What follows belongs to an exercise in optimizing a design on an open flow for small area; a production flow would make more cautious choices.
The RTL was checked by simulation tests, not by an equivalence proof against the original design.
Power is estimated from default activity; no workload was simulated.

==> flow/config.mk <==
export PLATFORM = sky130hd
export DESIGN_NAME = victim_write_buffer
export DESIGN_NICKNAME = victim_write_buffer
export VERILOG_FILES = /design/flow/design.v
export SDC_FILE = /design/flow/constraint.sdc
export NUM_CORES = 4
export LEC_CHECK = 0
export CAP_MARGIN = 20
export CORE_MARGIN = 2
export CORE_UTILIZATION = 70
export SLEW_MARGIN = 20
export SYNTH_HIERARCHICAL = 1
export BUFFER_PORTS_ARGS = -buffer_cell sky130_fd_sc_hd__buf_1
export CTS_ARGS = -sink_clustering_enable -repair_clock_nets -dont_use_dummy_load -buf_list {sky130_fd_sc_hd__clkbuf_8} -sink_clustering_size 20 -sink_clustering_max_diameter 60
==> flow/constraint.sdc <==
create_clock -name core_clock -period 10.0 [get_ports {clk}]
set_input_delay 2.0000 -clock core_clock [delete_from_list [all_inputs] [get_ports {clk}]]
set_output_delay 2.0000 -clock core_clock [all_outputs]
set_load 0.01 [all_outputs]
==> flow/design.v <==
package lc3b_types;
    typedef logic [15:0]  lc3b_word;
    typedef logic [127:0] l1_cache_line;
    localparam logic [1:0] ST_IDLE      = 2'd0;
    localparam logic [1:0] ST_READ_MISS = 2'd1;
    localparam logic [1:0] ST_DRAIN     = 2'd2;
endpackage
module victim_buffer_cam #(
    parameter int DEPTH  = 4,
    parameter int ADDR_W = 16
) (
    input  logic [DEPTH-1:0]             valid,
    input  logic [DEPTH-1:0][ADDR_W-1:0] entry_addr,
    input  logic [ADDR_W-1:0]            lookup_addr,
    output logic [DEPTH-1:0]             hit_vec,
    output logic                         hit
);
    always_comb begin
        hit_vec = '0;
        for (int i = 0; i < DEPTH; i++) begin
            hit_vec[i] = valid[i] && (entry_addr[i] == lookup_addr);
        end
    end
    assign hit = |hit_vec;
endmodule
module victim_buffer_mux #(
    parameter int DEPTH = 4,
    parameter int W     = 128
) (
    input  logic [DEPTH-1:0]        sel,
    input  logic                    sel_alt,
    input  logic [DEPTH-1:0][W-1:0] entry,
    input  logic [W-1:0]            alt,
    output logic [W-1:0]            out
);
    always_comb begin
        out = {W{sel_alt}} & alt;
        for (int i = 0; i < DEPTH; i++) out = out | ({W{sel[i]}} & entry[i]);
    end
endmodule
module victim_write_buffer #(
    parameter int DEPTH  = 4,
    parameter int ADDR_W = 16,   
    parameter int LINE_W = 128,  
    localparam int CW    = $clog2(DEPTH + 1),
    localparam int PW    = $clog2(DEPTH)
) (
    input  logic              clk,
    input  logic              reset,
    input  logic              source_read,
    input  logic              source_write,
    input  logic [ADDR_W-1:0] source_addr,
    input  logic [LINE_W-1:0] source_data,
    output logic              out_resp,
    output logic [LINE_W-1:0] out_rdata,
    output logic              pmem_read,
    output logic              pmem_write,
    output logic [ADDR_W-1:0] pmem_addr,
    output logic [LINE_W-1:0] pmem_wdata,
    input  logic              pmem_resp,
    input  logic [LINE_W-1:0] pmem_rdata,
    output logic [CW-1:0]     count,
    output logic              full
);
    logic [DEPTH-1:0][ADDR_W-1:0] addr_q;
    logic [DEPTH-1:0][LINE_W-1:0] data_q;
    logic [PW-1:0]                head_q;
    logic [CW-1:0]                count_q;
    logic                         rmiss_q, drain_q;
    logic              idle;
    logic [DEPTH-1:0]  valid, head_dec;
    logic [DEPTH-1:0]  hit_vec, sel;
    logic              hit, sel_mem;
    logic              wr_only, push, pop;
    logic [LINE_W-1:0] line_mux;
    logic [ADDR_W-1:0] addr_mux;
    assign idle    = !rmiss_q && !drain_q;
    assign count   = count_q;
    assign full    = count_q[CW-1];
    assign wr_only = source_write && !source_read;
    always_comb begin
        for (int i = 0; i < DEPTH; i++) begin
            head_dec[i] = (head_q == PW'(i));
        end
        for (int i = 0; i < DEPTH; i++) begin
            valid[i] = count_q[2]
                    || (head_dec[i] && (count_q[1] || count_q[0]))
                    || (head_dec[(i + 3) % 4] && count_q[1])
                    || (head_dec[(i + 2) % 4] && count_q[1] && count_q[0]);
        end
    end
    victim_buffer_cam #(
        .DEPTH  (DEPTH),
        .ADDR_W (ADDR_W)
    ) u_cam (
        .valid       (valid),
        .entry_addr  (addr_q),
        .lookup_addr (source_addr),
        .hit_vec     (hit_vec),
        .hit         (hit)
    );
    always_comb begin
        for (int i = 0; i < DEPTH; i++)
            sel[i] = (idle && hit_vec[i]) || (drain_q && head_dec[i]);
        sel_mem = !(|sel);
    end
    victim_buffer_mux #(
        .DEPTH (DEPTH),
        .W     (LINE_W)
    ) u_line_mux (
        .sel     (sel),
        .sel_alt (sel_mem),
        .entry   (data_q),
        .alt     (pmem_rdata),
        .out     (line_mux)
    );
    victim_buffer_mux #(
        .DEPTH (DEPTH),
        .W     (ADDR_W)
    ) u_addr_mux (
        .sel     ({DEPTH{drain_q}} & head_dec),
        .sel_alt (!drain_q),
        .entry   (addr_q),
        .alt     (source_addr),
        .out     (addr_mux)
    );
    assign out_rdata  = line_mux;
    assign pmem_wdata = line_mux;
    assign pmem_addr  = addr_mux;
    assign out_resp   = !reset && ((idle && (source_read ? (hit || pmem_resp)
                                                         : (source_write && (hit || !full))))
                                   || (rmiss_q && pmem_resp));
    assign pmem_read  = !reset && ((idle && source_read && !hit) || rmiss_q);
    assign pmem_write = !reset && drain_q;
    assign push = idle && wr_only && !hit && !full;
    assign pop  = drain_q && pmem_resp;
    always_ff @(posedge clk or posedge reset) begin
        if (reset) begin
            head_q  <= '0;
            count_q <= '0;
            rmiss_q <= 1'b0;
            drain_q <= 1'b0;
        end else begin
            if (idle) begin
                rmiss_q <= source_read && !hit && !pmem_resp;
                drain_q <= source_read ? 1'b0
                         : source_write ? (!hit && full)
                         : (count_q != '0);
            end else begin
                if (pmem_resp) begin
                    rmiss_q <= 1'b0;
                    drain_q <= 1'b0;
                end
            end
            if (push) count_q <= {count_q[1] & count_q[0], count_q[1] ^ count_q[0], !count_q[0]};
            if (pop) begin
                count_q <= {1'b0, !(count_q[1] ^ count_q[0]), !count_q[0]};
                head_q  <= {head_q[1] ^ head_q[0], !head_q[0]};
            end
        end
    end
    always_ff @(posedge clk) begin
        for (int i = 0; i < DEPTH; i++) begin
            if (!valid[i]) addr_q[i] <= source_addr;
            if (!valid[i] || (idle && wr_only && hit_vec[i])) data_q[i] <= source_data;
        end
    end
endmodule
==> flow/flow/run.sh <==
#!/bin/bash
# The standard layout (standard.sh, unchanged synthesis) with area-lean
# settings: port buffers use the smallest buffer cell, and CTS clusters the
# flip-flops under clkbuf_8 leaves without dummy loads.
set -e
cat >> config.mk <<'EOC'
export BUFFER_PORTS_ARGS = -buffer_cell sky130_fd_sc_hd__buf_1
export CTS_ARGS = -sink_clustering_enable -repair_clock_nets -dont_use_dummy_load -buf_list {sky130_fd_sc_hd__clkbuf_8} -sink_clustering_size 20 -sink_clustering_max_diameter 60
EOC
bash standard.sh > standard_flow.log 2>&1
==> flow/standard.sh <==
#!/bin/bash
# synth_recipe.tcl (not shown) runs the flow's synth.tcl, then flattens the netlist and writes it again
# the make line also repeats each setting of config.mk as NAME=value (left out here)
make -C /OpenROAD-flow-scripts/flow DESIGN_CONFIG=/design/flow/config.mk WORK_HOME=/design/flow/orfs CLKGATE_MAP_FILE= SYNTH_SCRIPT=/design/flow/synth_recipe.tcl "${@:-finish}"
==> reports/results.tsv, run 1 <==
stage	metric	value	unit
run_status	status	finished clean	
timing	final setup violation count	0	
critical_path	crit end category	primary output	
worst_hold_path	Hold WC Path Type	reg -> reg	
placed_design	DP Area	24600	um2
timing	Slew Viols, Final	0	
critical_path	crit-path cells	buf_1, xor2_1, nor4_1, nand4_1, nor4_2, a21o_4, buf_4, a22oi_1, nand2_1, buf_1	
worst_hold_path	hold depth	1	
yosys	Mapped Area	23300	um2
timing	Setup TNS	0	ns
critical_path	Most Frequent Cell on Critical Path	buf_1	
floorplan	Boundary Pins	556	
finish	Finished Cell Area	25100	um2
finish	Layout Nets	2064	
route	1st-pass router iterations	9	
yosys	EDFF count, synth	576	
timing	clock skew	0.0778	ns
route	total number of vias	14587	
yosys	complex-gate fraction of the synthesized area	11.5	%
placed_design	gpl congestion	0.829	
yosys	Synth Instances	1386	
critical_path	worst endpoint data arrival time	5.65	ns
yosys	Yosys reg bits	583	
global_routing	largest net degree at the start of global routing	86	
yosys	leading area contributor after synthesis	edfxtp_1	
placed_design	DP Worst Slack	2.44	ns
clock_network	clk sinks	583	
clock_network	Setup Buffers After CTS	0	
clock_network	Worst-Skew Late Latency	0.59	ns
timing	relative slew slack	25.6	%
finish	most frequent cells in the layout	edfxtp_1, buf_1, nand2_1	
route	ANT nets after route	0	
clock_network	CTS tree	yes	
route	drt wl/cell	26.2	um
global_routing	vias in the first global route	13937	
timing	Slew @ Worst Pin	1.12	ns
floorplan	row cnt	66	
pwr	Pleak	8.26	nW
critical_path	Worst R2R End	data_q[445]	
route	DRC violations left	0	
route	number of DRC markers in iteration 0	2076	
floorplan	core area	32700	um2
yosys	dominant cells by area after synthesis	edfxtp_1, a222oi_1, a22oi_1	
finish	most common cell after layout, fill and taps aside	edfxtp_1	
critical_path	Worst R2R Path Depth	11	
finish	filler cell count in the final layout	2001	
clock_network	post_cts resized	0	
critical_path	Reg2Reg Setup Slack	5.78	ns
timing	hold slack	0.558	ns
yosys	Post-Synth XOR/XNOR Area	2.48	%
worst_hold_path	Worst Hold End	head_q[0]	
global_routing	GRT Util Overall	32.6	%
global_routing	first-pass GRT wire length	85400	um
timing	Final period util	76.5	%
yosys	syn nets	1669	
floorplan	die area	34800	um2
yosys	sequential share of the synthesized area	74.9	%
critical_path	crit-path max cell delay	0.90	ns
yosys	Post-Synth Simple-Gate Area	3.77	%
yosys	Mean Syn Cell Area	16.8	um2
worst_hold_path	worst min-delay path startpoint	head_q[0]	
yosys	multiplexer share of the synthesized area	0.0483	%
timing	Final Hold Violating Endpoints	0	
floorplan	Die X	187	um
yosys	top cell type's share of synthesized area	74.2	%
placed_design	post-DP HPWL	37400	um
job	maxcap violations	0	
finish	share of layout cells above drive strength 1	4.22	%
critical_path	reg-to-reg startpoint	count_q[1]	
finish	Non-Filler Instances	2235	
clock_network	Hold Buf Count CTS	0	
yosys	ys async rst share	1.20	%
critical_path	WS Path Type	in -> out	
critical_path	CP required	8.00	ns
timing	slack of the critical path	2.35	ns
global_routing	GR Overflow Total	0	
clock_network	CTS Buffer Depth	3	
timing	fmax	131	MHz
yosys	Warnings, synthesis	10	
pwr	Cell Pwr Density	373	nW/um2
yosys	Cell variety after synth	34	
placed_design	Inst Count DP	2184	
global_routing	initial antenna violation count	16	
floorplan	height of the die	187	um
clock_network	CTS H-tree depth	2	
timing	RSZ-0062 raised after global routing	false	
pwr	Max VDD drop	0.245	mV
clock_network	clock root buffer	clkbuf_8	
clock_network	total CTS buffers	37	
floorplan	Initial Utilization	71.3	%
timing	minimum clock period	7.65	ns
clock_network	Clk pin slew, worst setup/hold paths	0.10	ns
critical_path	worst-path maximum fanout	85	
route	Avg Vias per Cell	6.53	
placed_design	number of port buffers	555	
yosys	Synth Area in Adders	0.322	%
route	final WL	58500	um
yosys	ys flop type	edfxtp_1	
finish	Area Growth Syn to Fin	7.75	%
critical_path	crit start category	input pin	
critical_path	Worst path slowest cell	buf_4	
yosys	largest family of logic cells by synthesized area	compound AO/OA/AOI/OAI gates	
==> synth_stat cells (all sizes together), types with 2 or more instances <==
library cell  number
a22oi            144
buf              211
clkbuf             2
dfrtp              7
nand4             12
nand2            159
edfxtp           576
a31oi              2
a21o               8
a222oi           144
and2               4
nor4               9
ha                 6
xor2              16
a221oi             4
a21oi              5
inv               13
xnor2             50
nor2               5
==> logic make-up after synthesis <==
| kind of cell | count (synthesis) |
|---|---|
| flip-flops | 583 |
| AND/OR/NAND/NOR | 194 |
| adder cells (fa/ha/maj) | 6 |
| XOR/XNOR | 66 |
| buffers and inverters | 226 |
| multiplexers | 1 |
| AO/OA/AOI/OAI | 310 |
==> worst max-delay path: cells and delay by family <==
family                 cells  cell delay, ns
AO/OA/AOI/OAI              2            0.89
buffers and inverters      3            1.48
AND/OR/NAND/NOR            4            1.05
XOR/XNOR                   1            0.14
==> per-layer routing <==
metal | part of all wire, % | vias to the layer above | track usage, % | routed length (um)
met1 | 35 | 7190 | 43.9 | 20700
met3 | 10 | 117 | 5.79 | 6020
met4 | 3.3 | 8 | 11.8 | 1960
met2 | 51 | 992 | 54.6 | 29800
li1 | - | 6280 | - | -
met5 | 0.097 | - | 0 | 57
==> per-stage QoR <==
stage                     power, mW  util, %
final                          9.37     76.8
after global routing           9.81     76.8
after CTS                      9.39     76.7
after detailed placement       8.43     75.2
after global placement         8.32     75.2
after floorplan                7.62        -
==> where the power goes <==
group / switching [mW] / leakage (nW) / internal [mW]
registers: 0.431 / 5.82 / 4.47
logic: 2.58 / 2.17 / 0.886
clock network: 0.668 / 0.266 / 0.336
total: 3.68 / 8.26 / 5.70
==> worst max-delay path by stage <==
| stage | from | to | depth (start not counted) | slack (ns) |
|---|---|---|---|---|
| after floorplan | source_addr[5] | data_q[256] | 6 | 3.92 |
| after global placement | source_addr[1] | pmem_wdata[44] | 10 | 2.47 |
| after detailed placement | source_addr[0] | pmem_wdata[44] | 10 | 2.44 |
| after CTS | source_addr[12] | pmem_wdata[44] | 10 | 2.42 |
| after global routing | source_addr[10] | out_rdata[4] | 10 | 2.12 |
| final | source_addr[10] | out_rdata[4] | 10 | 2.35 |
==> registers in the layout, indices dropped and copies added (netlist names) <==
name and count:
data_q 512, addr_q 64, count_q 3, head_q 2, drain_q 1, rmiss_q 1
==> final cells by class <==
class                   instances  area, um2  share of cell area, %
clock buffers                  37        509                   2.03
flip-flops and latches        583      17500                   69.5
repair buffers                569       2190                   8.72
multi-input cells             577       4320                   17.2
well taps                     442        553                   2.20
inverters                      13       48.8                  0.194
diodes                         14       35.0                  0.139
==> run 2, diff against run 1 <==
--- a/flow/config.mk
+++ b/flow/config.mk
@@ -5,10 +5,10 @@
 export SDC_FILE = /design/flow/constraint.sdc
 export NUM_CORES = 4
 export LEC_CHECK = 0
-export CAP_MARGIN = 20
+export CAP_MARGIN = 5
 export CORE_MARGIN = 2
 export CORE_UTILIZATION = 70
-export SLEW_MARGIN = 20
+export SLEW_MARGIN = 5
 export SYNTH_HIERARCHICAL = 1
 export BUFFER_PORTS_ARGS = -buffer_cell sky130_fd_sc_hd__buf_1
 export CTS_ARGS = -sink_clustering_enable -repair_clock_nets -dont_use_dummy_load -buf_list {sky130_fd_sc_hd__clkbuf_8} -sink_clustering_size 20 -sink_clustering_max_diameter 60
==> reports/results.tsv, run 2 <==
stage	metric	value	unit	change
finish	filler cell count in the final layout	2001		unchanged
yosys	syn nets	1669		unchanged
timing	Final period util	76.9	%	+0.45 points
route	Avg Vias per Cell	6.51		-0.24%
route	total number of vias	14558		-0.20%
critical_path	crit-path max cell delay	0.81	ns	-0.09 ns
finish	most common cell after layout, fill and taps aside	edfxtp_1		
timing	Final Hold Violating Endpoints	0		unchanged
yosys	top cell type's share of synthesized area	74.2	%	unchanged
floorplan	height of the die	187	um	unchanged
clock_network	clock root buffer	clkbuf_8		
clock_network	clk sinks	583		unchanged
clock_network	CTS H-tree depth	2		unchanged
route	drt wl/cell	26.1	um	about the same
critical_path	worst-path maximum fanout	67		-21%
floorplan	Boundary Pins	556		unchanged
floorplan	Die X	187	um	unchanged
route	DRC violations left	0		unchanged
yosys	Synth Instances	1386		unchanged
route	1st-pass router iterations	10		+1
global_routing	initial antenna violation count	16		unchanged
pwr	Cell Pwr Density	373	nW/um2	about the same
placed_design	DP Area	24600	um2	unchanged
yosys	Cell variety after synth	34		unchanged
finish	max reg flops	512		unchanged
timing	clock skew	0.0762	ns	-0.00161 ns
timing	relative slew slack	23.9	%	-1.7 points
worst_hold_path	Hold WC Path Type	reg -> reg		
yosys	leading area contributor after synthesis	edfxtp_1		
floorplan	die area	34800	um2	unchanged
yosys	Warnings, synthesis	10		unchanged
critical_path	crit start category	input pin		
critical_path	crit-path cells	buf_1, xor2_1, nor4_1, nand4_1, nor4_2, a21o_4, buf_4, a222oi_1, nand2_1, buf_1		
clock_network	Setup Buffers After CTS	0		unchanged
clock_network	total CTS buffers	37		unchanged
critical_path	CP required	8.00	ns	about the same
floorplan	row cnt	66		unchanged
placed_design	number of port buffers	555		unchanged
yosys	Mean Syn Cell Area	16.8	um2	unchanged
placed_design	gpl congestion	0.829		unchanged
finish	Top reg by flops	data_q		
floorplan	core area	32700	um2	unchanged
timing	hold slack	0.558	ns	+0.0000620 ns
global_routing	first-pass GRT wire length	85400	um	unchanged
critical_path	crit path buf inv count	3		unchanged
global_routing	largest net degree at the start of global routing	86		unchanged
timing	Slew Viols, Final	0		unchanged
critical_path	CP top delay family	buffers and inverters		
critical_path	worst endpoint data arrival time	5.69	ns	+0.04 ns
global_routing	vias in the first global route	13937		unchanged
finish	Area Growth Syn to Fin	7.75	%	about the same
placed_design	Inst Count DP	2184		unchanged
finish	area of the multi-input gates	4320	um2	unchanged
critical_path	Worst path slowest cell	buf_4		
timing	final setup violation count	0		unchanged
yosys	synth cell count leaders	edfxtp_1, nand2_1, a222oi_1, a22oi_1, buf_4		
timing	RSZ-0062 raised after global routing	false		
timing	minimum clock period	7.69	ns	+0.0445 ns
timing	fmax	130	MHz	-0.58%
run_status	status	finished clean		
finish	most frequent cells in the layout	edfxtp_1, buf_1, nand2_1		
finish	Finished Cell Area	25100	um2	about the same
finish	share of layout cells above drive strength 1	4.22	%	unchanged
route	final WL	58500	um	about the same
global_routing	GR Overflow Total	0		unchanged
yosys	EDFF count, synth	576		unchanged
critical_path	WS Path Type	in -> out		
pwr	Max VDD drop	0.244	mV	-0.14%
yosys	ys async rst share	1.20	%	unchanged
clock_network	Worst-Skew Late Latency	0.59	ns	about the same
clock_network	Hold Buf Count CTS	0		unchanged
finish	register area	17500	um2	unchanged
clock_network	CTS Buffer Depth	3		unchanged
global_routing	GRT Util Overall	32.6	%	unchanged
yosys	Mapped Area	23300	um2	unchanged
floorplan	Initial Utilization	71.3	%	unchanged
clock_network	post_cts resized	0		unchanged
yosys	count leader, synth	edfxtp_1		
pwr	Pleak	8.26	nW	about the same
finish	top flop regs	data_q (512), addr_q (64), count_q (3)		
finish	Layout Nets	2064		unchanged
finish	Non-Filler Instances	2236		+0.045%
critical_path	crit end category	primary output		
job	maxcap violations	0		unchanged
yosys	ys flop type	edfxtp_1		
route	number of DRC markers in iteration 0	2075		-0.048%
yosys	dominant cells by area after synthesis	edfxtp_1, a222oi_1, a22oi_1		
placed_design	post-DP HPWL	37400	um	unchanged
yosys	Yosys reg bits	583		unchanged
clock_network	CTS tree	yes		
route	ANT nets after route	0		unchanged
yosys	sequential share of the synthesized area	74.9	%	unchanged
timing	Setup TNS	0	ns	unchanged
timing	Slew @ Worst Pin	1.14	ns	+0.0250 ns
critical_path	Most Frequent Cell on Critical Path	buf_1		
clock_network	Clk pin slew, worst setup/hold paths	0.10	ns	about the same
pwr	Pwr Total	9.37	mW	about the same
-- run 2: changes by cell type in the layout (fill, tap and decap cells not counted), sizes merged --
cell and delta:
diode +1
-- run 2: area by class of cell --
cell class / count / share of cell area [%]
flip-flops and latches: 583 / 69.5
multi-input cells: 577 / 17.2
repair buffers: 569 / 8.71
well taps: 442 / 2.20
clock buffers: 37 / 2.03
inverters: 13 / 0.194
diodes: 15 / 0.149
-- run 2: routing by layer --
metal,vias up,global-route usage [%],share of wire (%)
met4,8,11.8,3.4
met5,-,0,0.097
li1,6280,-,-
met1,7217,43.9,36
met3,117,5.79,9.7
met2,936,54.6,51
-- run 2: worst paths after layout --
| kind | startpoint | to | slack [ns] | cells past startpoint |
|---|---|---|---|---|
| setup / recovery | source_addr[8] | pmem_wdata[44] | 2.31 | 10 |
| hold / removal | head_q[0] | head_q[0] | 0.56 | 1 |
| setup reg to reg | count_q[1] | data_q[445] | 5.77 | 11 |
| hold reg to reg | head_q[0] | head_q[0] | 0.56 | 1 |
| max in group asynchronous | reset | count_q[0] | 8.31 | 2 |
| min in group asynchronous | reset | head_q[1] | 1.40 | 2 |
-- run 2: logic make-up after synthesis --
kind of cell | count (synthesis) | share of synthesized area [%]
flip-flops | 583 | 74.9
adder cells (fa/ha/maj) | 6 | 0.322
XOR/XNOR | 66 | 2.48
buffers and inverters | 226 | 6.96
AO/OA/AOI/OAI | 310 | 11.5
AND/OR/NAND/NOR | 194 | 3.77
multiplexers | 1 | 0.0483
-- run 2: metrics by stage --
step | worst slack, ns | util (%)
finish | 2.31 | 76.8
global route | 2.12 | 76.8
CTS | 2.42 | 76.7
detailed placement | 2.44 | 75.2
global placement | 2.47 | 75.2
floorplan | 3.92 | -
-- run 2: power breakdown --
part           switching (mW)  internal [mW]
Combinational            2.57          0.883
Clock                   0.668          0.336
Sequential              0.430           4.48
Total                    3.67           5.70
==> run 3, diff against run 2 <==
==> flow/flow/run.sh (replaced) <==
#!/bin/bash
# The standard layout (standard.sh, unchanged synthesis) with area-lean
# settings: port buffers use the smallest buffer cell, and CTS clusters the
# flip-flops under clkbuf_8 leaves without dummy loads.
set -e
cat >> config.mk <<'EOC'
export BUFFER_PORTS_ARGS = -buffer_cell sky130_fd_sc_hd__buf_1
export CTS_ARGS = -sink_clustering_enable -repair_clock_nets -dont_use_dummy_load -buf_list {sky130_fd_sc_hd__clkbuf_8} -sink_clustering_size 18 -sink_clustering_max_diameter 45
EOC
bash standard.sh > standard_flow.log 2>&1
==> flow/config.mk (replaced) <==
export PLATFORM = sky130hd
export DESIGN_NAME = victim_write_buffer
export DESIGN_NICKNAME = victim_write_buffer
export VERILOG_FILES = /design/flow/design.v
export SDC_FILE = /design/flow/constraint.sdc
export NUM_CORES = 4
export LEC_CHECK = 0
export CAP_MARGIN = 20
export CORE_MARGIN = 2
export CORE_UTILIZATION = 70
export SLEW_MARGIN = 20
export SYNTH_HIERARCHICAL = 1
export BUFFER_PORTS_ARGS = -buffer_cell sky130_fd_sc_hd__buf_1
export CTS_ARGS = -sink_clustering_enable -repair_clock_nets -dont_use_dummy_load -buf_list {sky130_fd_sc_hd__clkbuf_8} -sink_clustering_size 18 -sink_clustering_max_diameter 45
==> reports/results.tsv, run 3 <==
stage	metric	value	unit	change
critical_path	crit end category	primary output		
critical_path	CP required	8.00	ns	about the same
finish	most frequent cells in the layout	edfxtp_1, buf_1, nand2_1		
clock_network	CTS Buffer Depth	3		unchanged
clock_network	Clk pin slew, worst setup/hold paths	0.09	ns	about the same
timing	Final period util	76.6	%	-0.30 points
global_routing	vias in the first global route	13988		+0.37%
route	total number of vias	14659		+0.69%
job	maxcap violations	0		unchanged
route	ANT nets after route	0		unchanged
floorplan	Boundary Pins	556		unchanged
placed_design	post-DP HPWL	37400	um	unchanged
yosys	ys async rst share	1.20	%	unchanged
critical_path	crit-path cells	buf_1, xor2_1, nor4_1, nand4_1, nor4_2, a21o_4, buf_4, a22oi_1, nand2_1, buf_1		
yosys	Mean Syn Cell Area	16.8	um2	unchanged
clock_network	Worst-Skew Late Latency	0.62	ns	+0.03 ns
yosys	synth cell count leaders	edfxtp_1, nand2_1, a222oi_1, a22oi_1, buf_4		
yosys	EDFF count, synth	576		unchanged
critical_path	Worst path slowest cell	buf_4		
clock_network	Setup Buffers After CTS	0		unchanged
critical_path	worst-path maximum fanout	85		+27%
critical_path	Most Frequent Cell on Critical Path	buf_1		
yosys	count leader, synth	edfxtp_1		
pwr	Pwr Total	9.50	mW	+1.4%
timing	final setup violation count	0		unchanged
floorplan	height of the die	187	um	unchanged
route	DRC violations left	0		unchanged
timing	relative slew slack	25.5	%	+1.6 points
global_routing	initial antenna violation count	16		unchanged
yosys	ys flop type	edfxtp_1		
global_routing	GRT Util Overall	32.7	%	+0.037 points
critical_path	crit-path max cell delay	0.92	ns	+0.11 ns
finish	top flop regs	data_q (512), addr_q (64), count_q (3)		
finish	Top reg by flops	data_q		
floorplan	die area	34800	um2	unchanged
placed_design	number of port buffers	555		unchanged
critical_path	worst endpoint data arrival time	5.66	ns	-0.03 ns
route	number of DRC markers in iteration 0	1921		-7.4%
route	final WL	58700	um	+0.46%
finish	most common cell after layout, fill and taps aside	edfxtp_1		
floorplan	Die X	187	um	unchanged
yosys	leading area contributor after synthesis	edfxtp_1		
global_routing	largest net degree at the start of global routing	86		unchanged
finish	Layout Nets	2075		+0.53%
critical_path	Reg2Reg Setup Slack	5.76	ns	about the same
timing	Slew Viols, Final	0		unchanged
finish	Area Growth Syn to Fin	8.46	%	
floorplan	row cnt	66		unchanged
clock_network	CTS H-tree depth	2		unchanged
yosys	Synth Instances	1386		unchanged
placed_design	DP Worst Slack	2.44	ns	unchanged
pwr	Pleak	8.34	nW	+1.0%
floorplan	Initial Utilization	71.3	%	unchanged
clock_network	post_cts resized	0		unchanged
global_routing	GR Overflow Total	0		unchanged
yosys	Warnings, synthesis	10		unchanged
timing	clock skew	0.102	ns	+0.0255 ns
timing	slack of the critical path	2.34	ns	+0.0304 ns
timing	minimum clock period	7.66	ns	-0.0304 ns
run_status	status	finished clean		
yosys	top cell type's share of synthesized area	74.2	%	unchanged
timing	Final Hold Violating Endpoints	0		unchanged
placed_design	gpl congestion	0.829		unchanged
route	drt wl/cell	26.1	um	about the same
timing	Setup TNS	0	ns	unchanged
finish	max reg flops	512		unchanged
pwr	Max VDD drop	0.265	mV	+8.6%
clock_network	clock root buffer	clkbuf_8		
route	1st-pass router iterations	10		unchanged
worst_hold_path	Hold WC Path Type	reg -> reg		
clock_network	total CTS buffers	47		+27%
critical_path	WS Path Type	in -> out		
global_routing	first-pass GRT wire length	85600	um	+0.23%
yosys	syn nets	1669		unchanged
clock_network	CTS tree	yes		
timing	RSZ-0062 raised after global routing	false		
clock_network	clk sinks	583		unchanged
floorplan	core area	32700	um2	unchanged
yosys	Yosys reg bits	583		unchanged
critical_path	crit start category	input pin		
finish	share of layout cells above drive strength 1	4.80	%	+0.59 points
timing	Slew @ Worst Pin	1.12	ns	-0.0238 ns
pwr	Cell Pwr Density	376	nW/um2	+0.76%
yosys	dominant cells by area after synthesis	edfxtp_1, a222oi_1, a22oi_1		
yosys	Mapped Area	23300	um2	unchanged
yosys	Cell variety after synth	34		unchanged
yosys	sequential share of the synthesized area	74.9	%	unchanged
timing	fmax	131	MHz	+0.40%
route	Avg Vias per Cell	6.52		+0.20%
clock_network	Hold Buf Count CTS	0		unchanged
run 3: per-layer routing:
metal,vias to the layer above,global-route usage [%],part of all wire (%)
met4,8,12.1,3.8
li1,6309,-,-
met2,934,54.3,50
met3,127,6.24,9.9
met5,-,0,0.097
met1,7281,43.8,36
run 3: final timing paths:
kind                            startpoint      endpoint  cells after the start
max                        source_addr[10]  out_rdata[4]                     10
min                              head_q[0]     head_q[0]                      1
max reg2reg                     count_q[1]   data_q[425]                     11
min reg2reg                      head_q[0]     head_q[0]                      1
max in group asynchronous            reset       drain_q                      2
min in group asynchronous            reset     head_q[0]                      2
run 3: logic make-up (layout without fill, tap and decap cells):
logic type	Yosys count	count (layout)	synth area share, %
AOI/OAI and AO/OA	310	310	11.5
other	0	15	0
xor gates and xnor gates	66	66	2.48
muxes	1	1	0.0483
buffers and inverters	226	630	6.96
adders and majority gates	6	6	0.322
DFF	583	583	74.9
and+or+nand+nor	194	194	3.77
run 3: cell type report:
| cell class | count | area, um2 |
|---|---|---|
| sequential | 583 | 17500 |
| fill | 1984 | 7410 |
| multi-input combinational | 577 | 4320 |
| timing repair buffer | 570 | 2220 |
| clock buffer | 47 | 647 |
| tap | 442 | 553 |
| inverter | 13 | 48.8 |
| antenna | 15 | 37.5 |
run 3: per-stage QoR:
step           area, um2  cells  hold slack (ns)  util, %
6_report           25300   2247            0.560     77.3
4_1_cts            25200   2231            0.560     77.2
2_1_floorplan      23300   1386            0.498        -
3_5_place_dp       24600   2184            0.541     75.2
5_1_grt            25300   2244            0.595     77.3
3_3_place_gp       24600   2184            0.525     75.2
run 3: worst max-delay path: cells and delay by family:
kind                   cells  cell delay, ns
XOR/XNOR                   1            0.15
AO/OA/AOI/OAI              2            0.87
AND/OR/NAND/NOR            4            1.07
buffers and inverters      3            1.50
run 3: power by group:
group	leakage, nW	switching [mW]	internal (mW)
Clock	0.338	0.685	0.421
Combinational	2.18	2.59	0.903
Sequential	5.82	0.430	4.48
Total	8.34	3.70	5.80

-- separate check: timing with driven ports --
In the flow no input, the clock included, has a driving cell. The finished layouts below were timed again as built, in two steps.
Step 1 sets driving cells, clkbuf_16 on the clock port and buf_2 on the other inputs (assumed; they add their load-dependent delay and slew).
Step 2 adds t to the input delays and takes it off the output delays; t is the mean of the earliest and latest rising clock arrival at the registers after step 1. Input paths then give back, and output paths get back, about the clock's delay inside the block.
a / b / c = ideal / step 1 / step 2; a / b = the first two.
| run | t (ns) | slack for setup (ns) | worst setup path after step 2 | slew at the worst register clock pin (ns) | cell pins on the clock port's net |
|---|---|---|---|---|---|
| run 1 | 0.602 | 2.353 / 2.320 / 2.320 | input to output | 0.12 / 0.12 | 1 |
| run 2 | 0.604 | 2.308 / 2.285 / 2.285 | input to output | 0.12 / 0.12 | 1 |
| run 3 | 0.621 | 2.338 / 2.309 / 2.309 | input to output | 0.11 / 0.11 | 1 |
After both steps every run listed still meets setup and hold. The setup slack of run 1, which loses most, moves by -0.033 ns with the drivers and by -0.033 ns with both steps.
